Background: an optimization exercise with open tools, aiming at small area. Do not read the settings as production practice. Only simulation tests tie the RTL to the original design; equivalence was not proved. No activity file was given, so power comes from the tool's default toggle rates.

[design/flow/design.v]
`timescale 1ns/10ps
module axi_delayer #(
   parameter int          H_WIDTH     = 64,
   parameter int          V_HEIGHT    = 16,
   parameter logic [31:0] BASE        = 32'h2000_0000,
   parameter int          RFIFO_DEPTH = 24,
   parameter int          WFIFO_DEPTH = 64
) (
   input  logic        clk_i,
   input  logic        rst_ni,
   input  logic        ren_i,
   input  logic        wen_i,
   input  logic        vs_i,
   input  logic        de_i,
   input  logic [23:0] data_i,
   output logic [23:0] data_o,
   output logic        m_axi_arvalid_o,
   input  logic        m_axi_arready_i,
   output logic [31:0] m_axi_araddr_o,
   input  logic        m_axi_rvalid_i,
   output logic        m_axi_rready_o,
   input  logic [63:0] m_axi_rdata_i,
   input  logic        m_axi_rlast_i,
   output logic        m_axi_awvalid_o,
   input  logic        m_axi_awready_i,
   output logic [31:0] m_axi_awaddr_o,
   output logic        m_axi_wvalid_o,
   input  logic        m_axi_wready_i,
   output logic [63:0] m_axi_wdata_o,
   output logic        m_axi_wlast_o,
   input  logic        m_axi_bvalid_i,
   output logic        m_axi_bready_o
);
   localparam int NBURST = H_WIDTH * V_HEIGHT * 3 / 128;   
   localparam int WSLOTS = 176;   
   localparam int WWORDS = 66;
   localparam int RSLOTS = 40;    
   localparam int RWORDS = 15;
   logic vs_q, bank_q, fs;
   assign fs = vs_i && !vs_q;
   always_ff @(posedge clk_i or negedge rst_ni) begin
      if (!rst_ni) begin
         vs_q   <= 1'b0;
         bank_q <= 1'b0;
      end else begin
         vs_q   <= vs_i;
         bank_q <= bank_q ^ fs;
      end
   end
   logic [3:0]  wfill_q;   
   logic [6:0]  wcnt_q;    
   logic [7:0]  wpix_q;    
   logic [6:0]  wrd_q;     
   logic        w_in, w_push, w_pop;
   logic [WSLOTS*24-1:0] wm_q;
   assign w_in   = de_i && (wfill_q <= 4'd8);
   assign w_push = (wfill_q >= 4'd8) && (wcnt_q != 7'd64);
   always_ff @(posedge clk_i or negedge rst_ni) begin
      if (!rst_ni) begin
         wfill_q <= '0;
         wcnt_q  <= '0;
         wpix_q  <= '0;
         wrd_q   <= '0;
      end else if (fs) begin
         wfill_q <= '0;
         wcnt_q  <= '0;
         wpix_q  <= '0;
         wrd_q   <= '0;
      end else begin
         wfill_q <= wfill_q - (w_push ? 4'd8 : 4'd0) + (w_in ? 4'd3 : 4'd0);
         wcnt_q  <= wcnt_q + 7'(w_push) - 7'(w_pop);
         if (w_in) wpix_q <= (wpix_q == 8'(WSLOTS - 1)) ? '0 : wpix_q + 1'b1;
         if (w_pop) wrd_q <= (wrd_q == 7'(WWORDS - 1)) ? '0 : wrd_q + 1'b1;
      end
   end
   logic [15:0] wpix_lo;
   logic [10:0] wpix_hi;
   always_comb begin
      for (int i = 0; i < 16; i++) wpix_lo[i] = w_in && (wpix_q[3:0] == 4'(i));
      for (int i = 0; i < 11; i++) wpix_hi[i] = wpix_q[7:4] == 4'(i);
   end
   always_ff @(posedge clk_i) begin
      for (int p = 0; p < WSLOTS; p++) begin
         if (wpix_hi[p / 16] && wpix_lo[p % 16]) wm_q[24*p +: 24] <= data_i;
      end
   end
   logic [7:0]  wrd_lo;
   logic [8:0]  wrd_hi;
   logic [WWORDS-1:0] wsel;
   always_comb begin
      for (int i = 0; i < 8; i++) wrd_lo[i] = wrd_q[2:0] == 3'(i);
      for (int i = 0; i < 9; i++) wrd_hi[i] = wrd_q[6:3] == 4'(i);
      for (int w = 0; w < WWORDS; w++) wsel[w] = wrd_hi[w / 8] && wrd_lo[w % 8];
   end
   logic [22*64-1:0] wgrp_n;
   for (genvar g = 0; g < 22; g++) begin : g_wg
      for (genvar b = 0; b < 64; b++) begin : g_b
         aoi3 u_aoi (
            .a0(wm_q[64*(3*g) + b]),     .s0(wsel[3*g]),
            .a1(wm_q[64*(3*g + 1) + b]), .s1(wsel[3*g + 1]),
            .a2(wm_q[64*(3*g + 2) + b]), .s2(wsel[3*g + 2]),
            .y_n(wgrp_n[64*g + b])
         );
      end
   end
   always_comb begin
      m_axi_wdata_o = '0;
      for (int g = 0; g < 22; g++) m_axi_wdata_o = m_axi_wdata_o | ~wgrp_n[64*g +: 64];
   end
   logic       awv_q, wv_q;
   logic [4:0] wk_q;     
   logic [3:0] wbeat_q;
   assign m_axi_awvalid_o = awv_q;
   assign m_axi_wvalid_o  = wv_q;
   assign m_axi_wlast_o   = wv_q && (wbeat_q == 4'd15);
   assign w_pop           = wv_q && m_axi_wready_i && (wcnt_q != '0);
   assign m_axi_awaddr_o  = BASE | {19'd0, (bank_q ? wk_q + 6'd24 : {1'b0, wk_q}), 7'd0};
   always_ff @(posedge clk_i or negedge rst_ni) begin
      if (!rst_ni) begin
         awv_q   <= 1'b0;
         wv_q    <= 1'b0;
         wk_q    <= 5'(NBURST);   
         wbeat_q <= '0;
      end else if (fs) begin
         awv_q   <= 1'b0;
         wv_q    <= 1'b0;
         wk_q    <= '0;
         wbeat_q <= '0;
      end else begin
         if (!awv_q && !wv_q) begin
            if (wen_i && (wcnt_q >= 7'd16) && !(wk_q[4] && wk_q[3])) awv_q <= 1'b1;
         end
         if (awv_q && m_axi_awready_i) begin
            awv_q <= 1'b0;
            wv_q  <= 1'b1;
         end
         if (wv_q && m_axi_wready_i) begin
            wbeat_q <= wbeat_q + 1'b1;
            if (wbeat_q == 4'd15) begin
               wv_q <= 1'b0;
               wk_q <= wk_q + 1'b1;
            end
         end
      end
   end
   logic       arv_q;
   logic [4:0] rk_q;     
   logic [4:0] pend_q;   
   logic       bval_q;
   logic [63:0] beat_q;
   logic [5:0] rfill_q;  
   logic [4:0] rcnt_q;   
   logic [3:0] rw_q;     
   logic [5:0] rh_q;     
   logic       ar_fire, r_fire, r_in, r_push, r_pop, r_rdy;
   logic [RWORDS*64-1:0] rm_q;
   assign ar_fire = arv_q && m_axi_arready_i;
   assign r_rdy   = rfill_q <= 6'd40;
   assign m_axi_rready_o  = r_rdy && (pend_q != '0);
   assign r_fire  = m_axi_rvalid_i && m_axi_rready_o;
   assign r_in    = bval_q && r_rdy;
   assign r_push  = (rfill_q >= 6'd3) && (rcnt_q != 5'd24);
   assign r_pop   = de_i && (rcnt_q != '0);
   assign m_axi_arvalid_o = arv_q;
   assign m_axi_araddr_o  = BASE | {19'd0, (bank_q ? {1'b0, rk_q} : rk_q + 6'd24), 7'd0};
   always_ff @(posedge clk_i or negedge rst_ni) begin
      if (!rst_ni) begin
         arv_q   <= 1'b0;
         rk_q    <= '0;
         pend_q  <= '0;
         bval_q  <= 1'b0;
         rfill_q <= '0;
         rcnt_q  <= '0;
         rw_q    <= '0;
         rh_q    <= '0;
      end else if (fs) begin
         arv_q   <= ren_i;
         rk_q    <= '0;
         pend_q  <= '0;
         bval_q  <= 1'b0;
         rfill_q <= '0;
         rcnt_q  <= '0;
         rw_q    <= '0;
         rh_q    <= '0;
      end else begin
         if (ar_fire) begin
            arv_q <= ren_i && (rk_q != 5'(NBURST - 1));
            rk_q  <= rk_q + 1'b1;
         end
         pend_q  <= pend_q + 5'(ar_fire) - 5'(r_fire && m_axi_rlast_i);
         if (r_fire) bval_q <= 1'b1;
         else if (r_rdy) bval_q <= 1'b0;
         rfill_q <= rfill_q - (r_push ? 6'd3 : 6'd0) + (r_in ? 6'd8 : 6'd0);
         rcnt_q  <= rcnt_q + 5'(r_push) - 5'(r_pop);
         if (r_in) rw_q <= (rw_q == 4'(RWORDS - 1)) ? '0 : rw_q + 1'b1;
         if (r_pop) rh_q <= (rh_q == 6'(RSLOTS - 1)) ? '0 : rh_q + 1'b1;
      end
   end
   always_ff @(posedge clk_i) begin
      if (r_fire) beat_q <= m_axi_rdata_i;
   end
   always_ff @(posedge clk_i) begin
      for (int w = 0; w < RWORDS; w++) begin
         if (r_in && rw_q == 4'(w)) rm_q[64*w +: 64] <= beat_q;
      end
   end
   logic [7:0] rh_lo;
   logic [4:0] rh_hi;
   logic [RSLOTS-1:0] rsel;
   always_comb begin
      for (int i = 0; i < 8; i++) rh_lo[i] = rh_q[2:0] == 3'(i);
      for (int i = 0; i < 5; i++) rh_hi[i] = rh_q[5:3] == 3'(i);
      for (int k = 0; k < RSLOTS; k++) rsel[k] = rh_hi[k / 8] && rh_lo[k % 8];
   end
   logic [14*24-1:0] rgrp_n;
   for (genvar g = 0; g < 13; g++) begin : g_rg
      for (genvar b = 0; b < 24; b++) begin : g_b
         aoi3 u_aoi (
            .a0(rm_q[24*(3*g) + b]),     .s0(rsel[3*g]),
            .a1(rm_q[24*(3*g + 1) + b]), .s1(rsel[3*g + 1]),
            .a2(rm_q[24*(3*g + 2) + b]), .s2(rsel[3*g + 2]),
            .y_n(rgrp_n[24*g + b])
         );
      end
   end
   assign rgrp_n[24*13 +: 24] = ~(rm_q[24*39 +: 24] & {24{rsel[39]}});
   always_comb begin
      data_o = '0;
      for (int g = 0; g < 14; g++) data_o = data_o | ~rgrp_n[24*g +: 24];
   end
   assign m_axi_bready_o = 1'b1;   
endmodule
module aoi3 (
   input  logic a0, s0, a1, s1, a2, s2,
   output logic y_n
);
   assign y_n = !((a0 && s0) || (a1 && s1) || (a2 && s2));
endmodule
[design/flow/flow/run.sh]
#!/bin/bash
# The standard ORFS layout (standard.sh), with two changes: ports are buffered
# with the smallest buffer instead of a delay buffer, and clock tree synthesis
# adds no dummy loads. Make's full output goes to flow_make.log.
set -euo pipefail
bash standard.sh \
   "BUFFER_PORTS_ARGS=-buffer_cell sky130_fd_sc_hd__buf_1" \
   "CTS_ARGS=-sink_clustering_enable -repair_clock_nets -sink_clustering_size 24 -sink_clustering_max_diameter 60 -buf_list sky130_fd_sc_hd__clkbuf_16 -dont_use_dummy_load" \
   finish > flow_make.log 2>&1
[design/flow/standard.sh]
#!/bin/bash
# synth_recipe.tcl (not shown) runs the flow's synth.tcl, then flattens the netlist and writes it again
# the make line also repeats each setting of config.mk as NAME=value (left out here)
make -C /OpenROAD-flow-scripts/flow DESIGN_CONFIG=/design/flow/config.mk WORK_HOME=/design/flow/orfs CLKGATE_MAP_FILE= SYNTH_SCRIPT=/design/flow/synth_recipe.tcl "${@:-finish}"
[design/flow/config.mk]
export PLATFORM = sky130hd
export DESIGN_NAME = axi_delayer
export DESIGN_NICKNAME = axi_delayer
export VERILOG_FILES = /design/flow/design.v
export SDC_FILE = /design/flow/constraint.sdc
export NUM_CORES = 4
export LEC_CHECK = 0
export CAP_MARGIN = 0
export CELL_PAD_IN_SITES_DETAIL_PLACEMENT = 1
export CELL_PAD_IN_SITES_GLOBAL_PLACEMENT = 1
export CORE_MARGIN = 2
export CORE_UTILIZATION = 35
export CTS_BUF_LIST = sky130_fd_sc_hd__clkbuf_16
export CTS_CLUSTER_DIAMETER = 60
export CTS_CLUSTER_SIZE = 24
export PLACE_DENSITY = 0.5
export SLEW_MARGIN = 0
export SYNTH_HIERARCHICAL = 1
export SYNTH_MINIMUM_KEEP_SIZE = 0
[design/flow/constraint.sdc]
create_clock -name core_clock -period 10.0 [get_ports {clk_i}]
set_input_delay 2.0000 -clock core_clock [delete_from_list [all_inputs] [get_ports {clk_i}]]
set_output_delay 2.0000 -clock core_clock [all_outputs]
set_load 0.01 [all_outputs]
==> metrics.md, run 1 <==
| Metric | Value |
|---|---|
| Max-slew headroom | `12.47%` |
| # H-tree levels | `5` |
| TritonCTS clock tree | `built` |
| Met3 WL | `61490 um` |
| Core footprint | `528200 sq um` |
| Leading area contributor after synthesis | `edfxtp_1` |
| IO Port Bufs | `203` |
| Worst vdd ir | `0.1844 mV` |
| Slew of the pin with the lowest slew margin | `1.310 ns` |
| First-pass GRT wire length | `943700 um` |
| Synth top area share | `85.02%` |
| Top Ports | `258` |
| Distinct cells, synth | `71` |
| Width of the die | `731.7 um` |
| Worst Hold Class | `reg2reg` |
| Synth-to-Final Area Change | `13.86%` |
| Drt drc | `0` |
| Tcrit/Tclk final | `84.18%` |
| Synth async-reset ratio | `1.353%` |
| Critical path required time | `8.00 ns` |
| WP data arrival | `6.42 ns` |
| Top FF cell, synth | `edfxtp_1` |
| Ys Warns | `7` |
| ANT nets after route | `0` |
| Leak Pwr | `0.06319 uW` |
| Finished Core Util | `39.96%` |
| Sequential fraction of the synthesis area | `85.99%` |
| Fin Setup TNS | `0 ns` |
| Total global-route track usage | `25.27%` |
| Worst setup path startpoint | `wrd_q[4]$_DFFE_PN0P_` |
| Post-synth EDFFs | `5248` |
| CTS max path bufs | `4` |
| Die area | `535500 sq um` |
| Final net count | `9711` |
| Worst skew pair latency | `1.05 ns` |
| Wire length per cell | `42.33 um` |
| Syn Area/Cell | `21.71 sq um` |
| Simple-gate share of the synthesized area | `3.330%` |
| Synth Area in XOR/XNOR | `0.1397%` |
| Placer Congestion | `0.8037` |
| Row count | `267` |
| Routed WL | `700500 um` |
| Endpoints failing setup | `0` |
| Post-synthesis mux area share | `0.01080%` |
| Synth top area cells | `edfxtp_1 85%, a222oi_1 9.3%, nand4_1 1.3%` |
| Met2 WL | `335200 um` |
| PwrDens | `218.8 nW/um^2` |
| Largest family of logic cells by synthesized area | `compound AO/OA/AOI/OAI gates` |
| Fill count | `49620` |
| Crit Path Max Fanout | `55` |
| RSZ-0062 raised after global routing | `false` |
| Largest net degree at the start of global routing | `131` |
| DR pass1 iterations | `14` |
| Vias per cell | `6.407` |
| Cts hold-fix bufs | `0` |
| 1st-iter DRT viols | `19880` |
| Most common cell after layout, fill and taps aside | `edfxtp_1` |
| Post-DP HPWL | `385200 um` |
| Fin. max-slew vios | `0` |
| # Post-CTS Setup Buffers | `0` |
| Synth Area in Compound Gates | `9.594%` |
| Clock Pin Slew Worst Setup and Hold Paths | `0.07 ns` |
| Number of CTS-inserted buffers | `437` |
| Uppermost layer routed | `met5` |
| Total vias in the final route | `106000` |
| Crit path launch type | `flip-flop` |
| Initial antenna violation count | `32` |
| Total of max-cap violations | `0` |
| GRT overflow | `0` |
| Adder-cell share of the synthesized area | `0.4482%` |
| Hold Fails Final Rpt | `0` |
| Fmax | `0.1188 GHz` |
| Layout cell share with drive strength beyond 1 | `13.06%` |
| Post-Route Skew | `0.1488 ns` |
| Crit end category | `output port` |
| WL met1 | `276400 um` |
| Status | `finished clean` |
| Die Y | `731.7 um` |
| Starting Density | `35.10%` |
| Vias in the first global route | `107800` |
| Cts repair resizes | `0` |
| Launch point of the worst reg-to-reg path | `wpix_q[6]$_DFFE_PN0P_` |
| CP Class | `reg2out` |
| Gate Count Post-Synth | `8538` |
| Most frequent cells in the layout | `5248 x edfxtp_1, 1720 x a222oi_1, 437 x clkbuf_16` |
| Synthesized cell area | `185400 sq um` |
| Min-delay src | `wbeat_q[3]$_DFFE_PN0P_` |
| FF+latch count, synth | `5320` |
| Num Clock Sinks | `5320` |
| CTS root buffer | `clkbuf_16` |
| Post-layout min period | `8.418 ns` |
[routing by layer]
metal	vias up	global-route usage, %
li1	41190	-
met4	8	8.708
met3	975	3.962
met1	57750	34.06
met2	6098	41.73
met5	-	0.3204
[cells in the mapped netlist (2+ instances only)]
cell / instances
nor2_1: 334
nand2b_1: 10
a222oi_1: 1720
nand4_1: 375
fa_1: 4
conb_1: 2
nor4b_1: 2
or3_1: 11
mux2i_1: 2
or4_1: 6
dfrtp_1: 70
xnor2_1: 16
inv_1: 56
buf_1: 3
nor2b_1: 11
a22o_1: 3
nand3_1: 49
dfstp_2: 2
nand2_1: 138
or4b_4: 3
xor2_1: 11
nor3b_1: 2
clkbuf_1: 35
buf_2: 15
o21ai_2: 2
ha_1: 60
nand3b_1: 2
and4_1: 65
nor4_1: 91
a21oi_1: 33
o31ai_1: 7
nor3_1: 11
and3_1: 7
and2_1: 15
edfxtp_1: 5248
o21ai_0: 17
o22ai_1: 2
a21o_1: 3
o211ai_1: 4
buf_4: 60
[layout make-up]
type	instances	area, sq um	area share (%)
Antenna cell	10	25.02	0.01186
Clock buffer	437	10940	5.181
Inverter	56	210.2	0.09960
Multi-Input combinational cell	3098	27240	12.91
Sequential cell	5320	159400	75.52
Tap cell	6994	8751	4.146
Timing Repair Buffer	634	4492	2.128
[per-module statistics from Yosys, one instance, submodules excluded]
module | cells inside | copies in the design | area, sq um | flops+latches
aoi3 | 1 | 1720 | 10.01 | 0
axi_delayer | 6818 | 1 | 168100 | 5320
[logic make-up after synthesis]
family	after synthesis
compound gates	1806
xor+xnor	28
flops	5320
fa+ha+maj	64
other cells	2
mux	2
buf+inv	171
simple gates	1145
[per-stage QoR]
| step | instance area, sq um | instances | hold slack [ns] | setup slack, ns | power, uW |
|---|---|---|---|---|---|
| floorplan | 185600 | 8589 | 0.4978 | 2.111 | 27840 |
| global placement | 200100 | 16100 | 0.5176 | 2.783 | 31530 |
| detailed placement | 200100 | 16100 | 0.5230 | 2.666 | 31610 |
| CTS | 211000 | 16540 | 0.5441 | 1.567 | 46420 |
| global route | 211000 | 16540 | 0.5661 | 1.480 | 47260 |
| finish | 211100 | 16550 | 0.5394 | 1.582 | 46170 |
[registers in the layout, summed over array words and instances, names as in the netlist, 4 cells and up]
register  flops
wcnt_q        7
rw_q          4
wk_q          5
rk_q          5
beat_q       64
wrd_q         7
rh_q          6
wpix_q        8
wm_q       4224
wbeat_q       4
rfill_q       6
rm_q        960
wfill_q       4
rcnt_q        5
pend_q        5
[where the power goes]
group	switching, uW	internal [uW]	total [uW]
clock	7440	7630	15100
sequential	589	25300	25800
combinational	4070	1180	5260
[path summary, 6_finish.rpt]
kind	end	slack [ns]	cells past startpoint
setup / recovery	m_axi_wdata_o[47]	1.58	9
hold / removal	wbeat_q[3]$_DFFE_PN0P_	0.54	2
setup reg to reg	wm_q[1456]$_DFFE_PP_	6.37	4
hold reg to reg	wbeat_q[3]$_DFFE_PN0P_	0.54	2
max in group asynchronous	rfill_q[4]$_DFF_PN0_	7.90	2
min in group asynchronous	wk_q[0]$_DFFE_PN0P_	0.87	1
[worst max-delay path: stages (launching register included)]
cell and delay (ns):
dfrtp_1 0.49, nor2b_1 0.20, nand2_1 0.92, nor2_4 0.31, buf_12 0.37, a222oi_1 0.43, nand4_1 0.77, nor4_1 1.21
nand4_1 0.38, buf_1 0.25
==> run 2: changes to the inputs <==
==> design/flow/flow/run.sh (replaced) <==
#!/bin/bash
# The standard ORFS layout (standard.sh), with two changes: ports are buffered
# with the smallest buffer instead of a delay buffer, and clock tree synthesis
# adds no dummy loads. Make's full output goes to flow_make.log.
set -euo pipefail
bash standard.sh \
   "BUFFER_PORTS_ARGS=-buffer_cell sky130_fd_sc_hd__buf_1" \
   "CTS_ARGS=-sink_clustering_enable -repair_clock_nets -sink_clustering_size 24 -sink_clustering_max_diameter 90 -buf_list sky130_fd_sc_hd__clkbuf_16 -dont_use_dummy_load" \
   finish > flow_make.log 2>&1
--- a/design/flow/config.mk
+++ b/design/flow/config.mk
@@ -11,7 +11,4 @@
 export CORE_MARGIN = 2
 export CORE_UTILIZATION = 35
-export CTS_BUF_LIST = sky130_fd_sc_hd__clkbuf_16
-export CTS_CLUSTER_DIAMETER = 60
-export CTS_CLUSTER_SIZE = 24
 export PLACE_DENSITY = 0.5
 export SLEW_MARGIN = 0
==> metrics.md, run 2 <==
| Metric | Value |
|---|---|
| Most frequent cells in the layout | `5248 x edfxtp_1, 1720 x a222oi_1, 399 x buf_4 (was 5248 x edfxtp_1, 1720 x a222oi_1, 437 x clkbuf_16)` |
| Placer Congestion | `0.8037 (unchanged)` |
| Storage element area | `159400 sq um (unchanged)` |
| Most frequent CP cell | `nand4_1 (unchanged)` |
| Fmax | `0.1169 GHz (was 0.1188 GHz)` |
| Fin Setup TNS | `0 ns (unchanged)` |
| Num Clock Sinks | `5320 (unchanged)` |
| Crit Path Max Fanout | `55 (unchanged)` |
| Vias in the first global route | `106000 (was 107800)` |
| Int Pwr | `31200 uW (was 34070 uW)` |
| # H-tree levels | `5 (unchanged)` |
| Total power | `42720 uW (was 46170 uW)` |
| Post-DP HPWL | `385200 um (unchanged)` |
| CP max-delay cell | `nor4_1 (unchanged)` |
| Sequential fraction of design power | `60.4% (was 56.0%)` |
| Final net count | `9540 (was 9711)` |
| Row count | `267 (unchanged)` |
| Most common cell in the netlist | `edfxtp_1 (unchanged)` |
| Distinct cells, synth | `71 (unchanged)` |
| Post-synth EDFFs | `5248 (unchanged)` |
| Die area | `535500 sq um (unchanged)` |
| Synthesized cell area | `185400 sq um (unchanged)` |
| Cts hold-fix bufs | `0 (unchanged)` |
| Max reg flops | `4224 (unchanged)` |
| TritonCTS clock tree | `built (unchanged)` |
| Critical path required time | `8.00 ns (about the same)` |
| Largest regs | `wm_q (4224), rm_q (960), beat_q (64) (unchanged)` |
| DR pass1 iterations | `14 (unchanged)` |
| Crit end category | `output port (unchanged)` |
| Hold Fails Final Rpt | `0 (unchanged)` |
| Max-slew headroom | `12.49% (was 12.47%)` |
| CTS root buffer | `clkbuf_16 (unchanged)` |
| Synth cell count leaders | `5248 x edfxtp_1, 1720 x a222oi_1, 375 x nand4_1, 334 x nor2_1, 138 x nand2_1 (unchanged)` |
| Syn Area/Cell | `21.71 sq um (unchanged)` |
| Total global-route track usage | `25.13% (was 25.27%)` |
| Slew of the pin with the lowest slew margin | `1.310 ns (about the same)` |
| Top Ports | `258 (unchanged)` |
| Fin. max-slew vios | `0 (unchanged)` |
| Number of CTS-inserted buffers | `266 (was 437)` |
| Gate Count Post-Synth | `8538 (unchanged)` |
| Synth top area cells | `edfxtp_1 85%, a222oi_1 9.3%, nand4_1 1.3% (unchanged)` |
| Leading area contributor after synthesis | `edfxtp_1 (unchanged)` |
| IO Port Bufs | `203 (unchanged)` |
| Worst Hold Class | `reg2reg (unchanged)` |
| CTS max path bufs | `4 (unchanged)` |
| Combinational power share | `12.3% (was 11.4%)` |
| CP Class | `reg2out (unchanged)` |
| Synth async-reset ratio | `1.353% (unchanged)` |
| Most common cell after layout, fill and taps aside | `edfxtp_1 (unchanged)` |
| Cts repair resizes | `0 (unchanged)` |
| Width of the die | `731.7 um (unchanged)` |
| Crit-path max cell delay | `1.30 ns (was 1.21 ns)` |
| Sw frac | `26.98% (was 26.20%)` |
| Ys Warns | `7 (unchanged)` |
| CP Cell Sequence | `nor2b_1, nand2_1, nor2_4, buf_12, a222oi_1, nand4_1, nor4_1, nand4_1, buf_1 (unchanged)` |
| Starting Density | `35.10% (unchanged)` |
| Top FF cell, synth | `edfxtp_1 (unchanged)` |
| Status | `finished clean (unchanged)` |
| Finished Core Util | `39.15% (was 39.96%)` |
| Clock Pin Slew Worst Setup and Hold Paths | `0.10 ns (was 0.07 ns)` |
| Initial antenna violation count | `36 (was 32)` |
| RSZ-0062 raised after global routing | `false (unchanged)` |
| Total of max-cap violations | `0 (unchanged)` |
| Hold Slack | `0.5451 ns (was 0.5394 ns)` |
| Wire length per cell | `42.54 um (was 42.33 um)` |
| First-pass GRT wire length | `937700 um (was 943700 um)` |
| PwrDens | `206.6 nW/um^2 (was 218.8 nW/um^2)` |
| Synth top area share | `85.02% (unchanged)` |
| 1st-iter DRT viols | `19940 (was 19880)` |
| Synth-to-Final Area Change | `11.55% (was 13.86%)` |
| Clock Power Share | `27.2% (was 32.6%)` |
| Worst vdd ir | `0.1823 mV (was 0.1844 mV)` |
| Post-layout min period | `8.553 ns (was 8.418 ns)` |
| Psw | `11530 uW (was 12100 uW)` |
| GRT overflow | `0 (unchanged)` |
| Vias per cell | `6.401 (was 6.407)` |
| Multi-input logic area | `27240 sq um (unchanged)` |
| # Post-CTS Setup Buffers | `0 (unchanged)` |
| ANT nets after route | `0 (unchanged)` |
| Crit path launch type | `flip-flop (unchanged)` |
| Total vias in the final route | `104900 (was 106000)` |
| FF+latch count, synth | `5320 (unchanged)` |
| Largest net degree at the start of global routing | `131 (unchanged)` |
| Core footprint | `528200 sq um (unchanged)` |
| Endpoints failing setup | `0 (unchanged)` |
| WP data arrival | `6.55 ns (was 6.42 ns)` |
| Sequential fraction of the synthesis area | `85.99% (unchanged)` |
| Post-Route Skew | `0.1391 ns (was 0.1488 ns)` |
| Top reg by flops | `wm_q (unchanged)` |
| Layout cell share with drive strength beyond 1 | `11.48% (was 13.06%)` |
| Worst skew pair latency | `1.01 ns (was 1.05 ns)` |
| Tcrit/Tclk final | `85.53% (was 84.18%)` |
| Drt drc | `0 (unchanged)` |
| Routed WL | `696800 um (was 700500 um)` |
| Die Y | `731.7 um (unchanged)` |
| Leak Pwr | `0.06108 uW (was 0.06319 uW)` |
| Fill count | `49890 (was 49620)` |
[run 2: cell counts after synthesis]
No cell type changed its count.
[run 2: final timing paths]
kind / startpoint / to / slack [ns] / cells after the start
max: wrd_q[4]$_DFFE_PN0P_ / m_axi_wdata_o[47] / 1.45 / 9
min reg2reg: wbeat_q[3]$_DFFE_PN0P_ / wbeat_q[3]$_DFFE_PN0P_ / 0.55 / 2
min: wbeat_q[3]$_DFFE_PN0P_ / wbeat_q[3]$_DFFE_PN0P_ / 0.55 / 2
min in group asynchronous: rst_ni / wk_q[2]$_DFFE_PN0P_ / 0.90 / 1
max in group asynchronous: rst_ni / rw_q[3]$_DFFE_PN0P_ / 7.88 / 2
max reg2reg: pend_q[2]$_DFF_PN0_ / pend_q[4]$_DFF_PN0_ / 6.38 / 13
[run 2: cells by family (layout without fill, tap and decap cells)]
| logic type | after synthesis | in the layout | synth area share (%) |
|---|---|---|---|
| buffers and inverters | 171 | 956 | 0.4826 |
| muxes | 2 | 2 | 0.01080 |
| other | 2 | 67 | 0.004051 |
| and+or+nand+nor | 1145 | 1145 | 3.330 |
| adders and majority gates | 64 | 64 | 0.4482 |
| DFF | 5320 | 5320 | 85.99 |
| xor gates and xnor gates | 28 | 28 | 0.1397 |
| AOI/OAI and AO/OA | 1806 | 1806 | 9.594 |
[run 2: power by group through the flow]
| stage | logic (uW) | registers [uW] | clock network (uW) |
|---|---|---|---|
| finish | 5270 | 25800 | 11600 |
| global route | 5430 | 25900 | 12400 |
| CTS | 5270 | 25900 | 11800 |
| detailed placement | 5250 | 26400 | 0 |
| global placement | 5200 | 26300 | 0 |
| floorplan | 1820 | 26000 | 0 |
[run 2: critical path, delay by kind of cell, from the launching register on]
kind / cells / cell delay, ns
compound gates: 1 / 0.43
simple gates: 6 / 3.93
buf+inv: 2 / 0.63
flops: 1 / 0.50
[run 2: Yosys stat by module (local to each module, per instance)]
module       area, sq um  cells inside  times used  flip-flops and latches
axi_delayer       168100          6818           1                    5320
aoi3               10.01             1        1720                       0
[run 2: stage by stage]
stage / std cells / area [sq um] / setup WS, ns
2_1_floorplan: 8589 / 185600 / 2.111
3_3_place_gp: 16100 / 200100 / 2.783
3_5_place_dp: 16100 / 200100 / 2.666
4_1_cts: 16370 / 206700 / 1.587
5_1_grt: 16370 / 206800 / 1.540
6_report: 16380 / 206800 / 1.447
[run 2: area by class of cell]
class | instances | area share [%]
multi-input combinational | 3098 | 13.17
antenna | 14 | 0.01694
timing repair buffer | 634 | 2.172
inverter | 56 | 0.1017
sequential | 5320 | 77.08
clock buffer | 266 | 3.219
tap | 6994 | 4.232
[run 2: layer usage]
| metal | vias to the layer above | routed length, um | global-route usage, % |
|---|---|---|---|
| met5 | - | 69 | 0 |
| li1 | 40780 | - | - |
| met1 | 57270 | 274200 | 34.07 |
| met4 | 10 | 27180 | 8.654 |
| met3 | 818 | 62170 | 3.920 |
| met2 | 5982 | 333200 | 41.34 |
==> run 3: changes to the inputs <==
--- a/design/flow/config.mk
+++ b/design/flow/config.mk
@@ -10,6 +10,6 @@
 export CELL_PAD_IN_SITES_GLOBAL_PLACEMENT = 1
 export CORE_MARGIN = 2
-export CORE_UTILIZATION = 35
-export PLACE_DENSITY = 0.5
+export CORE_UTILIZATION = 40
+export PLACE_DENSITY = 0.56
 export SLEW_MARGIN = 0
 export SYNTH_HIERARCHICAL = 1
==> metrics.md, run 3 <==
| Metric | Value |
|---|---|
| Post-DP HPWL | `370100 um (was 385200 um)` |
| Max reg flops | `4224 (unchanged)` |
| Gate Count Post-Synth | `8538 (unchanged)` |
| Met3 WL | `76040 um (was 62170 um)` |
| Most common cell after layout, fill and taps aside | `edfxtp_1 (unchanged)` |
| Layout cell share with drive strength beyond 1 | `11.40% (was 11.48%)` |
| Most common cell in the netlist | `edfxtp_1 (unchanged)` |
| WP data arrival | `6.40 ns (was 6.55 ns)` |
| Crit Path Max Fanout | `33 (was 55)` |
| Crit end category | `output port (unchanged)` |
| Synthesized cell area | `185400 sq um (unchanged)` |
| Max-slew headroom | `-2.480% (was 12.49%)` |
| First-pass GRT wire length | `912600 um (was 937700 um)` |
| Cts repair resizes | `0 (unchanged)` |
| Cts hold-fix bufs | `0 (unchanged)` |
| TritonCTS clock tree | `built (unchanged)` |
| DP Area | `198700 sq um (was 200100 sq um)` |
| ANT nets after route | `0 (unchanged)` |
| Final net count | `9524 (was 9540)` |
| Finished Cell Area | `205300 sq um (was 206800 sq um)` |
| WL met1 | `260100 um (was 274200 um)` |
| Top reg by flops | `wm_q (unchanged)` |
| Largest net degree at the start of global routing | `144 (was 131)` |
| Clock Pin Slew Worst Setup and Hold Paths | `0.08 ns (was 0.10 ns)` |
| Top Ports | `258 (unchanged)` |
| Width of the die | `684.7 um (was 731.7 um)` |
| Sequential fraction of the synthesis area | `85.99% (unchanged)` |
| IO Port Bufs | `203 (unchanged)` |
| Crit path launch type | `flip-flop (unchanged)` |
| Total global-route track usage | `27.91% (was 25.13%)` |
| Leading area contributor after synthesis | `edfxtp_1 (unchanged)` |
| Initial antenna violation count | `39 (was 36)` |
| Fmax | `0.1191 GHz (was 0.1169 GHz)` |
| # Post-CTS Setup Buffers | `0 (unchanged)` |
| FF+latch count, synth | `5320 (unchanged)` |
| Wire length per cell | `43.28 um (was 42.54 um)` |
| Distinct cells, synth | `71 (unchanged)` |
| Post-synth EDFFs | `5248 (unchanged)` |
| Fin Setup TNS | `0 ns (unchanged)` |
| Number of CTS-inserted buffers | `263 (was 266)` |
| Drt drc | `0 (unchanged)` |
| Vias in the first global route | `106100 (was 106000)` |
| Total power | `42680 uW (was 42720 uW)` |
| Syn Area/Cell | `21.71 sq um (unchanged)` |
| Post-Route Skew | `0.1218 ns (was 0.1391 ns)` |
| Fill count | `42380 (was 49890)` |
| Total of max-cap violations | `0 (unchanged)` |
| Row count | `250 (was 267)` |
| CTS root buffer | `clkbuf_16 (unchanged)` |
| Reg2reg setup slack | `5.59 ns (was 6.38 ns)` |
| Die Y | `684.7 um (was 731.7 um)` |
| Violated Checks | `max-slew violations` |
| Core footprint | `462600 sq um (was 528200 sq um)` |
| Synth cell count leaders | `5248 x edfxtp_1, 1720 x a222oi_1, 375 x nand4_1, 334 x nor2_1, 138 x nand2_1 (unchanged)` |
| Tcrit/Tclk final | `83.99% (was 85.53%)` |
| Largest regs | `wm_q (4224), rm_q (960), beat_q (64) (unchanged)` |
| Top FF cell, synth | `edfxtp_1 (unchanged)` |
| Synth-to-Final Area Change | `10.75% (was 11.55%)` |
| Synth top area cells | `edfxtp_1 85%, a222oi_1 9.3%, nand4_1 1.3% (unchanged)` |
| Total vias in the final route | `105900 (was 104900)` |
| Synth async-reset ratio | `1.353% (unchanged)` |
| Post-layout min period | `8.399 ns (was 8.553 ns)` |
| Slew of the pin with the lowest slew margin | `1.537 ns (was 1.310 ns)` |
| Met2 WL | `308100 um (was 333200 um)` |
| Most frequent cells in the layout | `5248 x edfxtp_1, 1720 x a222oi_1, 392 x buf_4 (was 5248 x edfxtp_1, 1720 x a222oi_1, 399 x buf_4)` |
| Num Clock Sinks | `5320 (unchanged)` |
| Vias per cell | `6.817 (was 6.401)` |
| GRT overflow | `0 (unchanged)` |
| Ys Warns | `7 (unchanged)` |
| Routed WL | `672500 um (was 696800 um)` |
| Die area | `468900 sq um (was 535500 sq um)` |
| 1st-iter DRT viols | `22220 (was 19940)` |
| Critical path required time | `8.00 ns (about the same)` |
| Placer Congestion | `0.8543 (was 0.8037)` |
| Worst Hold Class | `reg2reg (unchanged)` |
| Status | `finished with violations (was finished clean)` |
| PwrDens | `207.9 nW/um^2 (was 206.6 nW/um^2)` |
| Starting Density | `40.07% (was 35.10%)` |
| CP Class | `reg2out (unchanged)` |
| # H-tree levels | `5 (unchanged)` |
| RSZ-0062 raised after global routing | `false (unchanged)` |
| Worst skew pair latency | `0.97 ns (was 1.01 ns)` |
| Fin. max-slew vios | `24 (was 0)` |
| Uppermost layer routed | `met5 (unchanged)` |
| Hold Fails Final Rpt | `0 (unchanged)` |
| DR pass1 iterations | `14 (unchanged)` |
| CTS max path bufs | `4 (unchanged)` |
| Synth top area share | `85.02% (unchanged)` |
| Worst vdd ir | `0.1947 mV (was 0.1823 mV)` |
| Leak Pwr | `0.06096 uW (was 0.06108 uW)` |
| Endpoints failing setup | `0 (unchanged)` |
## run 3: cell count changes in the layout (fill, tap and decap cells not counted), moves of 3 or more
cell,delta
diode_2,-8
nor4_2,+16
buf_4,-7
nor2_2,+42
buf_12,-6
nor4_4,-4
nor2_4,-42
nand2_1,+3
nor4_1,-12
clkbuf_16,-3
## run 3: logic make-up after synthesis
| group | share of synthesized area [%] |
|---|---|
| multiplexers | 0.01080 |
| AO/OA/AOI/OAI | 9.594 |
| buffers and inverters | 0.4826 |
| AND/OR/NAND/NOR | 3.330 |
| other | 0.004051 |
| flip-flops | 85.99 |
| adder cells (fa/ha/maj) | 0.4482 |
| XOR/XNOR | 0.1397 |
## run 3: final cells by class
type | count | area (sq um) | area share [%]
flip-flops and latches | 5320 | 159400 | 77.64
multi-input cells | 3098 | 27050 | 13.18
well taps | 6174 | 7725 | 3.763
clock buffers | 263 | 6581 | 3.206
repair buffers | 621 | 4319 | 2.104
inverters | 56 | 210.2 | 0.1024
diodes | 6 | 15.01 | 0.007314
## run 3: modules after synthesis (local to each module, per instance)
module / cell area, sq um / cells inside / flops+latches / copies in the design
axi_delayer: 168100 / 6818 / 5320 / 1
aoi3: 10.01 / 1 / 0 / 1720
## run 3: power by group
part	total, uW	internal [uW]	switching [uW]	leakage (uW)
Clock	11500	4730	6790	0.00324
Sequential	25800	25200	585	0.0482
Combinational	5350	1180	4170	0.00956
Total	42700	31100	11500	0.0610
## run 3: worst paths after layout
path,start,endpoint,cells after the start
setup / recovery,wrd_q[0]$_DFFE_PN0P_,m_axi_wdata_o[36],12
hold / removal,wbeat_q[3]$_DFFE_PN0P_,wbeat_q[3]$_DFFE_PN0P_,2
setup reg to reg,wcnt_q[2]$_DFF_PN0_,wcnt_q[6]$_DFF_PN0_,13
hold reg to reg,wbeat_q[3]$_DFFE_PN0P_,wbeat_q[3]$_DFFE_PN0P_,2
max in group asynchronous,rst_ni,wrd_q[4]$_DFFE_PN0P_,2
min in group asynchronous,rst_ni,rfill_q[4]$_DFF_PN0_,1
## run 3: worst max-delay path, cell delays in order (launching register included)
cell,delay [ns]
dfrtp_1,0.45
inv_1,0.11
ha_1,0.23
nand2_1,0.40
buf_4,0.30
nor2_4,0.05
buf_4,0.30
buf_4,0.38
a222oi_1,0.35
nand4_1,0.82
nor4_2,1.22
nand4_1,0.51
buf_1,0.26
## run 3: per-layer routing
metal | track usage [%] | vias up
met5 | 0 | -
met4 | 9.985 | 24
met3 | 5.764 | 960
met2 | 43.67 | 7280
met1 | 38.87 | 56960
li1 | - | 40710
## run 3: metrics by stage
step                util [%]  std cells  worst slack (ns)  hold WS (ns)
finish                 44.38      15540             1.601        0.5684
global route           44.37      15530             1.567        0.6142
CTS                    44.37      15530             1.583        0.5816
detailed placement     42.95      15270             2.624        0.5597
global placement       42.95      15270             2.675        0.5161
floorplan                  -       8589             2.111        0.4978
==> run 4: changes to the inputs <==
==> design/flow/flow/run.sh (replaced) <==
#!/bin/bash
# The standard ORFS layout (standard.sh), with two changes: ports are buffered
# with the smallest buffer instead of a delay buffer, and clock tree synthesis
# adds no dummy loads. Make's full output goes to flow_make.log.
set -euo pipefail
bash standard.sh \
   "BUFFER_PORTS_ARGS=-buffer_cell sky130_fd_sc_hd__buf_1" \
   "CTS_ARGS=-sink_clustering_enable -repair_clock_nets -sink_clustering_size 28 -sink_clustering_max_diameter 100 -buf_list sky130_fd_sc_hd__clkbuf_16 -dont_use_dummy_load" \
   finish > flow_make.log 2>&1
--- a/design/flow/config.mk
+++ b/design/flow/config.mk
@@ -10,6 +10,6 @@
 export CELL_PAD_IN_SITES_GLOBAL_PLACEMENT = 1
 export CORE_MARGIN = 2
-export CORE_UTILIZATION = 40
-export PLACE_DENSITY = 0.56
+export CORE_UTILIZATION = 35
+export PLACE_DENSITY = 0.5
 export SLEW_MARGIN = 0
 export SYNTH_HIERARCHICAL = 1
==> metrics.md, run 4 <==
| Metric | Value |
|---|---|
| Leading area contributor after synthesis | `edfxtp_1 (unchanged)` |
| Critical R2R Capture | `pend_q[4]$_DFF_PN0_ (was wcnt_q[6]$_DFF_PN0_)` |
| Ys Warns | `7 (unchanged)` |
| Die Y | `731.7 um (was 684.7 um)` |
| Launch point of the worst reg-to-reg path | `pend_q[2]$_DFF_PN0_ (was wcnt_q[2]$_DFF_PN0_)` |
| Synth top area cells | `edfxtp_1 85%, a222oi_1 9.3%, nand4_1 1.3% (unchanged)` |
| Worst r2r path cells | `13 (unchanged)` |
| Total global-route track usage | `25.08% (was 27.91%)` |
| Reg2reg setup slack | `6.38 ns (was 5.59 ns)` |
| Die area | `535500 sq um (was 468900 sq um)` |
| Leak Pwr | `0.06048 uW (was 0.06096 uW)` |
| # H-tree levels | `4 (was 5)` |
| Vias in the first global route | `105600 (was 106100)` |
| Number of CTS-inserted buffers | `217 (was 263)` |
| Synth top area share | `85.02% (unchanged)` |
| Simple-gate share of the synthesized area | `3.330% (unchanged)` |
| Crit Path Max Fanout | `55 (was 33)` |
| Post-synth EDFFs | `5248 (unchanged)` |
| Cts hold-fix bufs | `0 (unchanged)` |
| Total vias in the final route | `104800 (was 105900)` |
| Endpoints failing setup | `0 (unchanged)` |
| Max-slew headroom | `9.674% (was -2.480%)` |
| Worst Hold Depth | `2 (unchanged)` |
| Largest net degree at the start of global routing | `131 (was 144)` |
| TritonCTS clock tree | `built (unchanged)` |
| FF+latch count, synth | `5320 (unchanged)` |
| Largest family of logic cells by synthesized area | `compound AO/OA/AOI/OAI gates (unchanged)` |
| Cts repair resizes | `0 (unchanged)` |
| WP data arrival | `6.38 ns (was 6.40 ns)` |
| Syn Area/Cell | `21.71 sq um (unchanged)` |
| Top reg by flops | `wm_q (unchanged)` |
| Total of max-cap violations | `0 (unchanged)` |
| Non-Filler Instances | `16330 (was 15540)` |
| Synth Area in XOR/XNOR | `0.1397% (unchanged)` |
| Worst Hold Path EP | `wbeat_q[3]$_DFFE_PN0P_ (unchanged)` |
| Post-DP HPWL | `385200 um (was 370100 um)` |
| Vias per cell | `6.418 (was 6.817)` |
| Gate Count Post-Synth | `8538 (unchanged)` |
| Worst Hold Class | `reg2reg (unchanged)` |
| Most common cell after layout, fill and taps aside | `edfxtp_1 (unchanged)` |
| ANT nets after route | `0 (unchanged)` |
| Width of the die | `731.7 um (was 684.7 um)` |
| CTS max path bufs | `4 (unchanged)` |
| Post-Route Skew | `0.1531 ns (was 0.1218 ns)` |
| Clock Pin Slew Worst Setup and Hold Paths | `0.10 ns (was 0.08 ns)` |
| Fin Setup TNS | `0 ns (unchanged)` |
| Final net count | `9491 (was 9524)` |
| Min-delay src | `wbeat_q[3]$_DFFE_PN0P_ (unchanged)` |
| Drt drc | `0 (unchanged)` |
| GRT overflow | `0 (unchanged)` |
| Fin. max-slew vios | `0 (was 24)` |
| 1st-iter DRT viols | `20010 (was 22220)` |
| Max reg flops | `4224 (unchanged)` |
| Critical path required time | `8.00 ns (about the same)` |
| Placer Congestion | `0.8037 (was 0.8543)` |
| RSZ-0062 raised after global routing | `false (unchanged)` |
| Sequential fraction of the synthesis area | `85.99% (unchanged)` |
| Tcrit/Tclk final | `83.76% (was 83.99%)` |
| Placed cell count | `16100 (was 15270)` |
| Most common cell in the netlist | `edfxtp_1 (unchanged)` |
| Post-layout min period | `8.376 ns (was 8.399 ns)` |
| Worst vdd ir | `0.1839 mV (was 0.1947 mV)` |
| Row count | `267 (was 250)` |
| CTS root buffer | `clkbuf_16 (unchanged)` |
| Adder-cell share of the synthesized area | `0.4482% (unchanged)` |
| Crit path launch type | `flip-flop (unchanged)` |
| Synth-to-Final Area Change | `10.89% (was 10.75%)` |
| PwrDens | `202.6 nW/um^2 (was 207.9 nW/um^2)` |
| Status | `finished clean (was finished with violations)` |
| Slew of the pin with the lowest slew margin | `1.353 ns (was 1.537 ns)` |
| Wire length per cell | `42.63 um (was 43.28 um)` |
| # Post-CTS Setup Buffers | `0 (unchanged)` |
| Synth async-reset ratio | `1.353% (unchanged)` |
| Starting Density | `35.10% (was 40.07%)` |
| Worst skew pair latency | `1.02 ns (was 0.97 ns)` |
| Crit end category | `output port (unchanged)` |
| Distinct cells, synth | `71 (unchanged)` |
| Top Ports | `258 (unchanged)` |
| Top FF cell, synth | `edfxtp_1 (unchanged)` |
| Core footprint | `528200 sq um (was 462600 sq um)` |
| DR pass1 iterations | `13 (was 14)` |
| Routed WL | `696100 um (was 672500 um)` |
| Synth cell count leaders | `5248 x edfxtp_1, 1720 x a222oi_1, 375 x nand4_1, 334 x nor2_1, 138 x nand2_1 (unchanged)` |
| CP Class | `reg2out (unchanged)` |
| Hold Fails Final Rpt | `0 (unchanged)` |
| First-pass GRT wire length | `935900 um (was 912600 um)` |
| IO Port Bufs | `203 (unchanged)` |
| Largest regs | `wm_q (4224), rm_q (960), beat_q (64) (unchanged)` |
| Synthesized cell area | `185400 sq um (unchanged)` |
| Synth Area in Compound Gates | `9.594% (unchanged)` |
| Initial antenna violation count | `33 (was 39)` |
| Layout cell share with drive strength beyond 1 | `11.01% (was 11.40%)` |
| Most frequent cells in the layout | `5248 x edfxtp_1, 1720 x a222oi_1, 399 x buf_4 (was 5248 x edfxtp_1, 1720 x a222oi_1, 392 x buf_4)` |
| Fmax | `0.1194 GHz (was 0.1191 GHz)` |
| Post-synthesis mux area share | `0.01080% (unchanged)` |
| Num Clock Sinks | `5320 (unchanged)` |
run 4: kinds of logic after synthesis:
logic type | after synthesis
fa+ha+maj | 64
buf+inv | 171
flops | 5320
simple gates | 1145
mux | 2
xor+xnor | 28
other cells | 2
compound gates | 1806
run 4: routing by layer:
layer	track usage, %	vias up	part of all wire [%]
li1	-	40650	-
met1	33.97	57370	39
met2	41.38	5974	48
met3	3.962	787	8.9
met4	8.350	10	3.8
met5	0	-	0.011
run 4: per-module statistics from Yosys, one instance, submodules excluded:
module       area [sq um]  cells inside  flip-flops and latches
axi_delayer        168100          6818                    5320
aoi3                10.01             1                       0
run 4: area by class of cell:
type	instances	area [sq um]
Antenna cell	10	25.02
Clock buffer	217	5430
Fill cell	49970	322600
Inverter	56	210.2
Multi-Input combinational cell	3098	27240
Sequential cell	5320	159400
Tap cell	6994	8751
Timing Repair Buffer	634	4492
run 4: worst max-delay path by stage:
stage	endpoint	from	slack (ns)	cells past startpoint
2_1_floorplan	rm_q[128]$_DFFE_PP_	rfill_q[4]$_DFF_PN0_	2.11	6
3_3_place_gp	m_axi_wdata_o[47]	wrd_q[4]$_DFFE_PN0P_	2.78	9
3_5_place_dp	m_axi_wdata_o[47]	wrd_q[4]$_DFFE_PN0P_	2.67	9
4_1_cts	m_axi_wdata_o[47]	wrd_q[4]$_DFFE_PN0P_	1.61	9
5_1_grt	m_axi_wdata_o[47]	wrd_q[4]$_DFFE_PN0P_	1.47	9
6_report	m_axi_wdata_o[47]	wrd_q[4]$_DFFE_PN0P_	1.62	9
run 4: power breakdown:
| part | internal (uW) | switching, uW | leakage [uW] |
|---|---|---|---|
| clock | 3900 | 6650 | 0.00267 |
| combinational | 1180 | 4080 | 0.00965 |
| sequential | 25200 | 587 | 0.0482 |
| total | 30300 | 11300 | 0.0605 |
run 4: critical path: stages, from the launching register on:
cell	delay (ns)
dfrtp_1	0.50
nor2b_1	0.20
nand2_1	0.91
nor2_4	0.31
buf_12	0.37
a222oi_1	0.44
nand4_1	0.76
nor4_1	1.21
nand4_1	0.38
buf_1	0.25
run 4: per-stage QoR:
stage	instance area (sq um)	setup slack [ns]	total power [uW]	hold slack, ns	utilization (%)
floorplan	185600	2.111	27840	0.4978	-
global placement	200100	2.783	31530	0.5176	37.88
detailed placement	200100	2.666	31610	0.5230	37.88
CTS	205500	1.608	41830	0.5478	38.91
global route	205500	1.473	42630	0.5707	38.91
finish	205500	1.624	41640	0.5440	38.92
==> run 5: changes to the inputs <==
==> design/flow/run.sh (new file) <==
#!/bin/bash
# synth_recipe.tcl (not shown) runs the flow's synth.tcl, then flattens the netlist and writes it again
# the make line also repeats each setting of config.mk as NAME=value (left out here)
make -C /OpenROAD-flow-scripts/flow DESIGN_CONFIG=/design/flow/config.mk WORK_HOME=/design/flow/orfs CLKGATE_MAP_FILE= SYNTH_SCRIPT=/design/flow/synth_recipe.tcl finish
removed: design/flow/flow/run.sh
removed: design/flow/standard.sh
==> metrics.md, run 5 <==
| Metric | Value |
|---|---|
| Status | `finished clean (unchanged)` |
| Fill count | `49340 (was 49970)` |
| Fin Setup TNS | `0 ns (unchanged)` |
| Distinct cells, synth | `71 (unchanged)` |
| Most common cell in the netlist | `edfxtp_1 (unchanged)` |
| Slew of the pin with the lowest slew margin | `1.350 ns (was 1.353 ns)` |
| Vias per cell | `6.268 (was 6.418)` |
| WP data arrival | `6.80 ns (was 6.38 ns)` |
| Total global-route track usage | `25.44% (was 25.08%)` |
| Crit path launch type | `flip-flop (unchanged)` |
| PwrDens | `237.9 nW/um^2 (was 202.6 nW/um^2)` |
| Synth top area cells | `edfxtp_1 85%, a222oi_1 9.3%, nand4_1 1.3% (unchanged)` |
| Drt drc | `0 (unchanged)` |
| Gate Count Post-Synth | `8538 (unchanged)` |
| Max-slew headroom | `9.988% (was 9.674%)` |
| Top Ports | `258 (unchanged)` |
| Crit end category | `output port (unchanged)` |
| Top delay family on crit path | `simple AND/OR/NAND/NOR gates (unchanged)` |
| Endpoints failing setup | `0 (unchanged)` |
| Synth Area in Compound Gates | `9.594% (unchanged)` |
| Synth Area in XOR/XNOR | `0.1397% (unchanged)` |
| Worst skew pair latency | `1.11 ns (was 1.02 ns)` |
| Reg2reg setup slack | `6.20 ns (was 6.38 ns)` |
| RSZ-0062 raised after global routing | `false (unchanged)` |
| Most frequent cells in the layout | `5248 x edfxtp_1, 1720 x a222oi_1, 573 x clkbuf_16 (was 5248 x edfxtp_1, 1720 x a222oi_1, 399 x buf_4)` |
| CTS max path bufs | `4 (unchanged)` |
| Post-layout min period | `8.798 ns (was 8.376 ns)` |
| Num Clock Sinks | `5320 (unchanged)` |
| Fin. max-slew vios | `0 (unchanged)` |
| Total of max-cap violations | `0 (unchanged)` |
| Hold Fails Final Rpt | `0 (unchanged)` |
| Clock Pin Slew Worst Setup and Hold Paths | `0.06 ns (was 0.10 ns)` |
| Number of CTS-inserted buffers | `564 (was 217)` |
| Worst r2r path cells | `7 (was 13)` |
| Synth async-reset ratio | `1.353% (unchanged)` |
| Layout cell share with drive strength beyond 1 | `15.26% (was 11.01%)` |
| Critical R2R Capture | `rm_q[16]$_DFFE_PP_ (was pend_q[4]$_DFF_PN0_)` |
| Vias in the first global route | `109900 (was 105600)` |
| Synth-to-Final Area Change | `18.19% (was 10.89%)` |
| DR pass1 iterations | `10 (was 13)` |
| FF+latch count, synth | `5320 (unchanged)` |
| Non-Filler Instances | `17120 (was 16330)` |
| Width of the die | `731.7 um (unchanged)` |
| Starting Density | `35.10% (unchanged)` |
| Post-Route Skew | `0.06150 ns (was 0.1531 ns)` |
| Syn Area/Cell | `21.71 sq um (unchanged)` |
| Synth top area share | `85.02% (unchanged)` |
| Final net count | `9815 (was 9491)` |
| IO Port Bufs | `203 (unchanged)` |
| ANT nets after route | `0 (unchanged)` |
| First-pass GRT wire length | `951300 um (was 935900 um)` |
| Row count | `267 (unchanged)` |
| Most common cell after layout, fill and taps aside | `edfxtp_1 (unchanged)` |
| # H-tree levels | `6 (was 4)` |
| Tcrit/Tclk final | `87.98% (was 83.76%)` |
| Core footprint | `528200 sq um (unchanged)` |
| Leak Pwr | `0.06696 uW (was 0.06048 uW)` |
| Critical path required time | `8.00 ns (about the same)` |
| Largest family of logic cells by synthesized area | `compound AO/OA/AOI/OAI gates (unchanged)` |
| Initial antenna violation count | `47 (was 33)` |
| CP Buf/Inv Count | `3 (was 2)` |
| Sequential fraction of the synthesis area | `85.99% (unchanged)` |
| Post-synthesis mux area share | `0.01080% (unchanged)` |
| CTS root buffer | `clkbuf_16 (unchanged)` |
| Leading area contributor after synthesis | `edfxtp_1 (unchanged)` |
| 1st-iter DRT viols | `20560 (was 20010)` |
| Pre-CTS setup slack | `2.277 ns (was 2.666 ns)` |
| TritonCTS clock tree | `built (unchanged)` |
| Cts repair resizes | `0 (unchanged)` |
| Worst vdd ir | `0.2801 mV (was 0.1839 mV)` |
| Ys Warns | `7 (unchanged)` |
| CP max-delay cell | `nor4_2 (was nor4_1)` |
| Simple-gate share of the synthesized area | `3.330% (unchanged)` |
| Crit Path Max Fanout | `23 (was 55)` |
| CP Cell Sequence | `ha_1, ha_1, inv_1, nor2_4, buf_4, a222oi_1, nand4_1, nor4_2, nand4_1, clkdlybuf4s50_1 (was nor2b_1, nand2_1, nor2_4, buf_12, a222oi_1, nand4_1, nor4_1, nand4_1, buf_1)` |
| CP Class | `reg2out (unchanged)` |
| Total vias in the final route | `107300 (was 104800)` |
| Worst Hold Class | `reg2reg (unchanged)` |
| Adder-cell share of the synthesized area | `0.4482% (unchanged)` |
| Worst Hold Depth | `2 (unchanged)` |
| GRT overflow | `0 (unchanged)` |
| Max reg flops | `4224 (unchanged)` |
| Synthesized cell area | `185400 sq um (unchanged)` |
| Crit-path max cell delay | `1.22 ns (was 1.21 ns)` |
| Worst Hold Path EP | `wbeat_q[3]$_DFFE_PN0P_ (unchanged)` |
| Largest net degree at the start of global routing | `126 (was 131)` |
| Die Y | `731.7 um (unchanged)` |
| Launch point of the worst reg-to-reg path | `rfill_q[4]$_DFF_PN0_ (was pend_q[2]$_DFF_PN0_)` |
| Post-synth EDFFs | `5248 (unchanged)` |
| Top reg by flops | `wm_q (unchanged)` |
| Die area | `535500 sq um (unchanged)` |
| Top FF cell, synth | `edfxtp_1 (unchanged)` |
| Placed cell count | `16080 (was 16100)` |
| Routed WL | `702500 um (was 696100 um)` |
| Final Worst Setup Slack | `1.202 ns (was 1.624 ns)` |
| Fmax | `0.1137 GHz (was 0.1194 GHz)` |
| Cts hold-fix bufs | `0 (unchanged)` |
| # Post-CTS Setup Buffers | `0 (unchanged)` |
| Largest regs | `wm_q (4224), rm_q (960), beat_q (64) (unchanged)` |
| Wire length per cell | `41.04 um (was 42.63 um)` |
| Synth cell count leaders | `5248 x edfxtp_1, 1720 x a222oi_1, 375 x nand4_1, 334 x nor2_1, 138 x nand2_1 (unchanged)` |
| Placer Congestion | `0.8176 (was 0.8037)` |
| Min-delay src | `wbeat_q[3]$_DFFE_PN0P_ (unchanged)` |
| Post-DP HPWL | `386000 um (was 385200 um)` |
run 5: changes by cell type in the layout (fill, tap and decap cells not counted), sizes merged:
cell	change
diode	+10
clkbuf	+495
clkdlybuf4s50	+178
clkinv	+229
bufinv	+47
clkinvlp	+6
buf	-200
inv	+23
run 5: metrics by stage:
| stage | instance area [sq um] | utilization, % | hold slack (ns) | total power (uW) |
|---|---|---|---|---|
| 4_1_cts | 219000 | 41.47 | 0.5533 | 52450 |
| 5_1_grt | 219000 | 41.47 | 0.5977 | 53500 |
| 2_1_floorplan | 185600 | - | 0.4978 | 27840 |
| 6_report | 219100 | 41.48 | 0.5509 | 52130 |
| 3_5_place_dp | 200900 | 38.04 | 0.5362 | 31820 |
| 3_3_place_gp | 200900 | 38.04 | 0.5169 | 31740 |
run 5: metal layers:
metal / vias up / GRT usage (%) / routed length (um)
li1: 41900 / - / -
met1: 58130 / 34.17 / 274700
met2: 6253 / 41.09 / 331900
met3: 981 / 5.092 / 67630
met4: 28 / 9.322 / 28130
met5: - / 0 / 176
run 5: power breakdown:
group	internal (uW)	total (uW)	leakage [uW]	switching (uW)
registers	25300	25900	0.0482	586
logic	1520	5490	0.0100	3970
clock network	11800	20800	0.00881	8940
run 5: layout make-up:
class | count | area, sq um | area share (%)
inverters | 56 | 210.2 | 0.09594
diodes | 20 | 50.05 | 0.02284
clock buffers | 713 | 14870 | 6.789
flip-flops and latches | 5320 | 159400 | 72.75
multi-input cells | 3098 | 27190 | 12.41
clock inverters | 305 | 3261 | 1.488
repair buffers | 611 | 5358 | 2.445
well taps | 6994 | 8751 | 3.994
run 5: logic make-up (layout without fill, tap and decap cells):
logic type | count (synthesis) | in the layout
buf+inv | 171 | 1685
xor+xnor | 28 | 28
flops | 5320 | 5320
compound gates | 1806 | 1806
mux | 2 | 2
simple gates | 1145 | 1145
other cells | 2 | 73
fa+ha+maj | 64 | 64
run 5: worst max path at each step:
| stage | slack [ns] | end | cells after the start | start |
|---|---|---|---|---|
| 4_1_cts | 1.10 | m_axi_wdata_o[47] | 11 | wrd_q[0]$_DFFE_PN0P_ |
| 2_1_floorplan | 2.11 | rm_q[128]$_DFFE_PP_ | 6 | rfill_q[4]$_DFF_PN0_ |
| 3_5_place_dp | 2.28 | m_axi_wdata_o[47] | 11 | wrd_q[0]$_DFFE_PN0P_ |
| 3_3_place_gp | 2.32 | m_axi_wdata_o[47] | 11 | wrd_q[0]$_DFFE_PN0P_ |
| 6_report | 1.20 | m_axi_wdata_o[5] | 10 | wrd_q[0]$_DFFE_PN0P_ |
| 5_1_grt | 1.19 | m_axi_wdata_o[4] | 10 | wrd_q[0]$_DFFE_PN0P_ |
run 5: modules after synthesis (local to each module, per instance):
| module | flip-flops and latches | times used | cell area [sq um] | cells inside |
|---|---|---|---|---|
| aoi3 | 0 | 1720 | 10.01 | 1 |
| axi_delayer | 5320 | 1 | 168100 | 6818 |
run 5: worst min-delay path: stages (launching register included):
cell and delay, ns:
dfrtp_1 0.36, xor2_1 0.08, nor2_1 0.08

==> re-timing with driven ports <==
The flow's constraints put no driver on any port. The routed layouts listed below were extracted and timed again, unchanged, in two steps.
Step 1 sets driving cells, clkbuf_16 on the clock port and buf_2 on the other inputs (assumed; they add their load-dependent delay and slew).
Step 2 adds t to the input delays and takes it off the output delays; t is the mean of the earliest and latest rising clock arrival at the registers after step 1. Input paths then give back, and output paths get back, about the clock's delay inside the block.
Slacks: ideal / step 1 / step 2; pairs: ideal / step 1.
| run | shift t [ns] | setup slack, ns | worst setup path at the end | worst data-port slew with drivers (ns) |
|---|---|---|---|---|
| run 1 | 1.111 | 1.582 / 1.455 / 2.566 | register to output | 0.09 |
| run 2 | 1.067 | 1.447 / 1.319 / 2.387 | register to output | 0.09 |
| run 3 | 1.044 | 1.601 / 1.481 / 2.525 | register to output | 0.12 |
| run 4 | 1.071 | 1.624 / 1.497 / 2.568 | register to output | 0.10 |
| run 5 | 1.191 | 1.202 / 1.077 / 2.268 | register to output | 0.11 |
